This design comes from an exercise in tuning for small area, a short achievable clock period and few clock cycles per item on the open sky130 flow, not from production work.
Only simulation tests tie the RTL to the original design; equivalence was not proved.
Power is estimated from default activity; no workload was simulated.

--- design/flow/design.v ---
package mulmod_pkg;
  typedef enum logic [1:0] {
    MODE_MUL = 2'd0,
    MODE_ADD = 2'd1,
    MODE_SUB = 2'd2,
    MODE_RSV = 2'd3
  } mode_e;
  localparam int MULMOD_LAT = 4;
  localparam int BARRETT_Q_EXTRA = 1;
  localparam int BARRETT_R_EXTRA = 2;
endpackage
module barrett_lane
#(
  parameter int W = 14
) (
  input  logic         clk,
  input  logic         rst,
  input  logic         en,
  input  logic [W-1:0] p_i,
  input  logic [W:0]   mu_i,
  input  logic [W-1:0] a_i,
  input  logic [W-1:0] b_i,
  input  mulmod_pkg::mode_e        mode_s1_i,
  input  mulmod_pkg::mode_e        mode_s3_i,
  output logic [W-1:0] res_o,
  output logic         err_o
);
  localparam int QW = W + mulmod_pkg::BARRETT_Q_EXTRA;
  localparam int RW = W + mulmod_pkg::BARRETT_R_EXTRA;
  logic [W-1:0]   a1_q, b1_q;
  logic [3:0]     err_q;
  logic [2*W-1:0] prod2_q, prod2_d;
  logic [RW-1:0]  prod3_q;
  logic [QW-1:0]  q3_q, q3_d;
  logic [W-1:0]   res4_q, res4_d;
  logic           err1_d;
  logic [RW-1:0]  pext, r0, r1, r2, ras;
  assign err1_d = (a_i >= p_i) || (b_i >= p_i);
  always_comb begin
    prod2_d = '0;
    case (mode_s1_i)
      mulmod_pkg::MODE_ADD: prod2_d = {{(W-1){1'b0}}, {1'b0, a1_q} + {1'b0, b1_q}};
      mulmod_pkg::MODE_SUB: prod2_d = {{(W-1){1'b0}}, {1'b0, a1_q} + {1'b0, p_i} - {1'b0, b1_q}};
      default:  prod2_d = {{W{1'b0}}, a1_q} * {{W{1'b0}}, b1_q};
    endcase
  end
  assign q3_d = QW'(({{QW{1'b0}}, prod2_q[2*W-1:W-1]} * {{QW{1'b0}}, mu_i}) >> (W + 1));
  assign pext = {2'b00, p_i};
  assign r0   = prod3_q - ({1'b0, q3_q} * pext);
  always_comb begin
    r1     = (r0 >= pext) ? (r0 - pext) : r0;
    r2     = (r1 >= pext) ? (r1 - pext) : r1;
    ras    = (prod3_q >= pext) ? (prod3_q - pext) : prod3_q;
    res4_d = r2[W-1:0];
    if (mode_s3_i == mulmod_pkg::MODE_ADD || mode_s3_i == mulmod_pkg::MODE_SUB) begin
      res4_d = ras[W-1:0];
    end
  end
  always_ff @(posedge clk) begin
    if (rst) begin
      a1_q    <= '0;
      b1_q    <= '0;
      err_q   <= '0;
      prod2_q <= '0;
      prod3_q <= '0;
      q3_q    <= '0;
      res4_q  <= '0;
    end else if (en) begin
      a1_q    <= a_i;
      b1_q    <= b_i;
      err_q   <= {err_q[2:0], err1_d};
      prod2_q <= prod2_d;
      prod3_q <= prod2_q[RW-1:0];
      q3_q    <= q3_d;
      res4_q  <= res4_d;
    end
  end
  assign res_o = res4_q;
  assign err_o = err_q[3];
endmodule
module mulmod_lanes_pipe
#(
  parameter int DATA_WIDTH = 14,
  parameter int LANES      = 4,
  parameter int TAG_WIDTH  = 8
) (
  input  logic                        clk,
  input  logic                        rst,
  input  logic                        cfg_we,
  input  logic [DATA_WIDTH-1:0]       cfg_p,
  input  logic [DATA_WIDTH:0]         cfg_mu,
  output logic                        cfg_ready,
  input  logic                        in_valid,
  output logic                        in_ready,
  input  logic [1:0]                  in_mode,
  input  logic [LANES*DATA_WIDTH-1:0] in_a,
  input  logic [LANES*DATA_WIDTH-1:0] in_b,
  input  logic [TAG_WIDTH-1:0]        in_tag,
  output logic                        out_valid,
  input  logic                        out_ready,
  output logic [LANES*DATA_WIDTH-1:0] out_res,
  output logic [TAG_WIDTH-1:0]        out_tag,
  output logic [LANES-1:0]            out_err
);
  localparam int L = mulmod_pkg::MULMOD_LAT;
  logic [L-1:0]          vld_q, vld_d;
  mulmod_pkg::mode_e                 mode_q [L];
  logic [TAG_WIDTH-1:0]  tag_q  [L];
  logic [DATA_WIDTH-1:0] p_q, p_d;
  logic [DATA_WIDTH:0]   mu_q, mu_d;
  logic [LANES-1:0]      lane_err;
  logic                  en;
  assign en        = !vld_q[L-1] || out_ready;
  assign in_ready  = en;
  assign out_valid = vld_q[L-1];
  assign cfg_ready = !(|vld_q) && !in_valid;
  always_comb begin
    vld_d = vld_q;
    p_d   = p_q;
    mu_d  = mu_q;
    if (en) begin
      vld_d = {vld_q[L-2:0], in_valid};
    end
    if (cfg_we && cfg_ready) begin
      p_d  = cfg_p;
      mu_d = cfg_mu;
    end
  end
  always_ff @(posedge clk) begin
    if (rst) begin
      vld_q <= '0;
      p_q   <= '0;
      mu_q  <= '0;
      for (int i = 0; i < L; i++) begin
        mode_q[i] <= mulmod_pkg::MODE_MUL;
        tag_q[i]  <= '0;
      end
    end else begin
      vld_q <= vld_d;
      p_q   <= p_d;
      mu_q  <= mu_d;
      if (en) begin
        mode_q[0] <= mulmod_pkg::mode_e'(in_mode);
        tag_q[0]  <= in_tag;
        for (int i = 1; i < L; i++) begin
          mode_q[i] <= mode_q[i-1];
          tag_q[i]  <= tag_q[i-1];
        end
      end
    end
  end
  for (genvar g = 0; g < LANES; g++) begin : g_lane
    barrett_lane #(.W(DATA_WIDTH)) u_lane (
      .clk       (clk),
      .rst       (rst),
      .en        (en),
      .p_i       (p_q),
      .mu_i      (mu_q),
      .a_i       (in_a[g*DATA_WIDTH +: DATA_WIDTH]),
      .b_i       (in_b[g*DATA_WIDTH +: DATA_WIDTH]),
      .mode_s1_i (mode_q[0]),
      .mode_s3_i (mode_q[2]),
      .res_o     (out_res[g*DATA_WIDTH +: DATA_WIDTH]),
      .err_o     (lane_err[g])
    );
  end
  assign out_tag = tag_q[L-1];
  assign out_err = lane_err | {LANES{mode_q[L-1] == mulmod_pkg::MODE_RSV}};
endmodule
--- design/flow/run.sh ---
#!/bin/bash
# synth_recipe.tcl (not shown) runs the flow's synth.tcl, then flattens the netlist and writes it again
# the make line also repeats each setting of config.mk as NAME=value (left out here)
make -C /OpenROAD-flow-scripts/flow DESIGN_CONFIG=/design/flow/config.mk WORK_HOME=/design/flow/orfs CLKGATE_MAP_FILE= SYNTH_SCRIPT=/design/flow/synth_recipe.tcl finish
--- design/flow/config.mk ---
export PLATFORM = sky130hd
export DESIGN_NAME = mulmod_lanes_pipe
export DESIGN_NICKNAME = mulmod_lanes_pipe
export VERILOG_FILES = /design/flow/design.v
export SDC_FILE = /design/flow/constraint.sdc
export NUM_CORES = 4
export LEC_CHECK = 0
export CAP_MARGIN = 20
export CORE_MARGIN = 2
export CORE_UTILIZATION = 40
export SLEW_MARGIN = 20
--- design/flow/constraint.sdc ---
create_clock -name core_clock -period 11.0 [get_ports {clk}]
set_input_delay 2.2000 -clock core_clock [delete_from_list [all_inputs] [get_ports {clk}]]
set_output_delay 2.2000 -clock core_clock [all_outputs]
set_load 0.01 [all_outputs]
==> run notes <==
-- repair_timing --
item | 4_1_cts | 5_1_grt
hold buffers | 0 | 0
setup buffers | 0 | 1
endpoints found under the setup margin | 0 | 43
gates resized for setup | 0 | 10
-- critical path, delay by kind of cell, from the launching register on --
family / cells / cell delay [ps]
xor+xnor: 1 / 260
flops: 1 / 580
compound gates: 18 / 4100
buf+inv: 2 / 110
simple gates: 6 / 900
fa+ha+maj: 10 / 3430
mux: 2 / 750
-- per-layer routing --
metal / vias to the layer above / GRT usage (%) / share of wire (%)
met2: 2437 / 40.37 / 45
met4: 2 / 8.890 / 4.1
li1: 38790 / - / -
met3: 441 / 3.813 / 6.6
met1: 41650 / 34.51 / 45
met5: - / 0 / 0.0039
-- worst paths after layout --
check	from	to	cells past startpoint
worst max-delay path	p_q[0]	g_lane[2].u_lane.res4_q[4]	39
worst min-delay path	g_lane[2].u_lane.prod2_q[3]	g_lane[2].u_lane.prod3_q[3]	2
worst max register to register	p_q[0]	g_lane[2].u_lane.res4_q[4]	39
worst min register to register	g_lane[2].u_lane.prod2_q[3]	g_lane[2].u_lane.prod3_q[3]	2
-- cell type report --
type / instances / area (sq um) / area share, %
multi-input combinational: 9234 / 85060 / 75.06
sequential: 493 / 9916 / 8.750
inverter: 2042 / 7674 / 6.771
tap: 3496 / 4374 / 3.860
timing repair buffer: 426 / 3831 / 3.381
clock buffer: 91 / 1941 / 1.712
clock inverter: 33 / 518.0 / 0.4571
antenna: 4 / 10.01 / 0.008833
-- cell families after synthesis --
group | Yosys count
AND/OR/NAND/NOR | 3803
adder cells (fa/ha/maj) | 3010
buffers and inverters | 2607
AO/OA/AOI/OAI | 1793
XOR/XNOR | 531
flip-flops | 493
multiplexers | 97
-- registers in the layout, summed over array words and instances, names as in the netlist --
register and count:
tag_q 32, g_lane.u_lane.err_q 16, p_q 14, g_lane.u_lane.prod2_q 112
vld_q 4, g_lane.u_lane.a1_q 56, g_lane.u_lane.prod3_q 64, g_lane.u_lane.q3_q 60
g_lane.u_lane.b1_q 56, mu_q 15, mode_q 8, g_lane.u_lane.res4_q 56
-- synth_stat cells (65+ instances only) --
cell type,n
a21oi_1,724
xnor2_1,344
o21a_1,98
dfxtp_1,493
o21ai_0,316
nor2_1,303
a211oi_1,65
ha_1,1322
fa_1,1688
and2_1,957
nand2_1,2077
a21o_1,131
inv_1,2041
clkbuf_1,534
nor3_1,101
xor2_1,180
-- power by group through the flow --
stage | Sequential [mW] | Clock, mW | Combinational, mW
finish | 2.60 | 2.52 | 15.6
CTS | 2.60 | 2.57 | 15.3
detailed placement | 2.63 | 0 | 15.2
global route | 2.62 | 2.63 | 17.2
floorplan | 2.30 | 0 | 11.7
global placement | 2.63 | 0 | 15.2
==> results.ini <==
[status]
status = no timing/DRC/antenna violations

[global_route]
grt_max_degree = 161
grt_first_pass_wirelength_mm = 515.9
grt_pass1_vias = 85290
track_usage_pct = 25.21
antenna_found_initial = 7
grt-ovfl-total = 0

[yosys]
yosysTopAreaCellShare_pct = 32.29
syn-num-nets = 15500
syn_avg_cell_area_sq_um = 8.485
synth_compound_area_share_pct = 10.64
synth_fa_ha_area_share_pct = 48.10
muxShareOfSynthArea_pct = 0.9864
synth_edf_count = 0
yosys.area.top_type = fa_1
ys_seq_elements = 493
ys.flop_type = dfxtp_1
synth_area_sq_mm = 0.1046
synthCells = 12330
synth_top_family_by_area = adder cells
synthXorXnorAreaFrac_pct = 4.512
synthSimpleGateAreaFrac_pct = 16.94
ys_seq_area_share_pct = 9.431
synth_area_leaders = fa_1, ha_1, dfxtp_1, nand2_1, inv_1
synthArstFlopShare_pct = 0
synth_warnings = 6
yosysUniqueCellTypes = 93

[clocking]
root_buffer = clkbuf_16
cts.path.max_buffers = 3
cts_tree = done
cts_buffers = 69
worstSkewPairLatency_ps = 720
htreeDepth = 3
cts_sinks = 493
clk_pin_slew_ps = 60

[power]
pwr_density_cell_mw_per_mm2 = 182.4
power_leakage_nw = 53.95
power_mw = 20.67
p_sw_share_pct = 50.03
switching_power_mw = 10.34
intPower_mw = 10.33
peakVddDrop_mv = 0.3050
p_seq_share_pct = 12.6
p_comb_share_pct = 75.2
pwr-share-clk_pct = 12.2

[sta]
worstMarginPinSlew_ps = 1170
setup_viol = 0
hold_slack_ps = 440.5
rsz0062_at_grt = false
period_needed_ps = 10330
finalHoldViolations = 0
fmax_mhz = 96.77
tns_ps = 0
finalWorstSetupSlack_ps = 666.7
relSlewSlack_pct = 22.00
drv_slew = 0
skew_ps = 46.81
min_period_over_period_pct = 93.94

[final_layout]
fin_area_sq_mm = 0.1133
fill_cells = 26140
area_delta_synth_final_pct = 8.292
fin_util_pct = 43.60
final_cell_mix = nand2_1, inv_1, fa_1
final_cells = 15820
fin_nets = 15430
drive_gt1_share_pct = 3.661
final_common_cell = nand2_1

[setup_path]
crit_path_end_kind = flip-flop
start_kind = flip-flop
max_stage_delay_ps = 660
cp.arrival_ps = 10910
worst-setup-path-type = reg -> reg
worstPathRequired_ps = 11570
crit_slowest_cell = a221o_1
cpMostUsedCell = ha_1
reg2reg_slack_ps = 670
crit_path_max_fanout = 19

[floorplan]
dieArea_sq_mm = 0.2657
ios = 227
die_x_um = 515.5
core.rowCount = 187
die_h_um = 515.5
start_util_pct = 40.26
core_sq_mm = 0.2599

[route]
initialDrtViolationCount = 5510
final_antenna_net_count = 0
drc = 0
dr.pass1.iters = 6
finalWirelength_mm = 330.0
vias_per_cell = 5.267
vias = 83330
wl_per_cell_um = 20.86

[place]
portBuffers = 226
dp_cells = 15690
placed_area_sq_mm = 0.1108
pre_cts_ws_ps = 372.9
dp_hpwl_mm = 255.4
place_congestion = 0.9205

[job]
cap_violations = 0

[hold_path]
hold_path.class = reg -> reg

Testbench counts, summed over its fixed seeds: cycles 16,032, items 16,000.

==> re-timing with driven ports <==
How much do the figures lean on ideal ports? The routed layout below was timed once more, with nothing changed but the port constraints. Step 1 sets driving cells, clkbuf_16 on the clock port and buf_2 on the other inputs (assumed; they add their load-dependent delay and slew). Step 2, shift: input delay + t, output delay - t, t = (earliest + latest rising clock arrival at the registers) / 2. This alone moves slack from input paths to output paths. Slacks: ideal ports / drivers / drivers and shift; pairs: ideal ports / drivers.
shift t [ns]: 0.797
setup slack, ns: 0.667 / 0.667 / 0.667
worst setup path at the end: register to register
After both steps setup and hold are still met in this run. For this run, drivers alone change the setup slack by 0.000 ns; drivers and shift together by 0.000 ns.
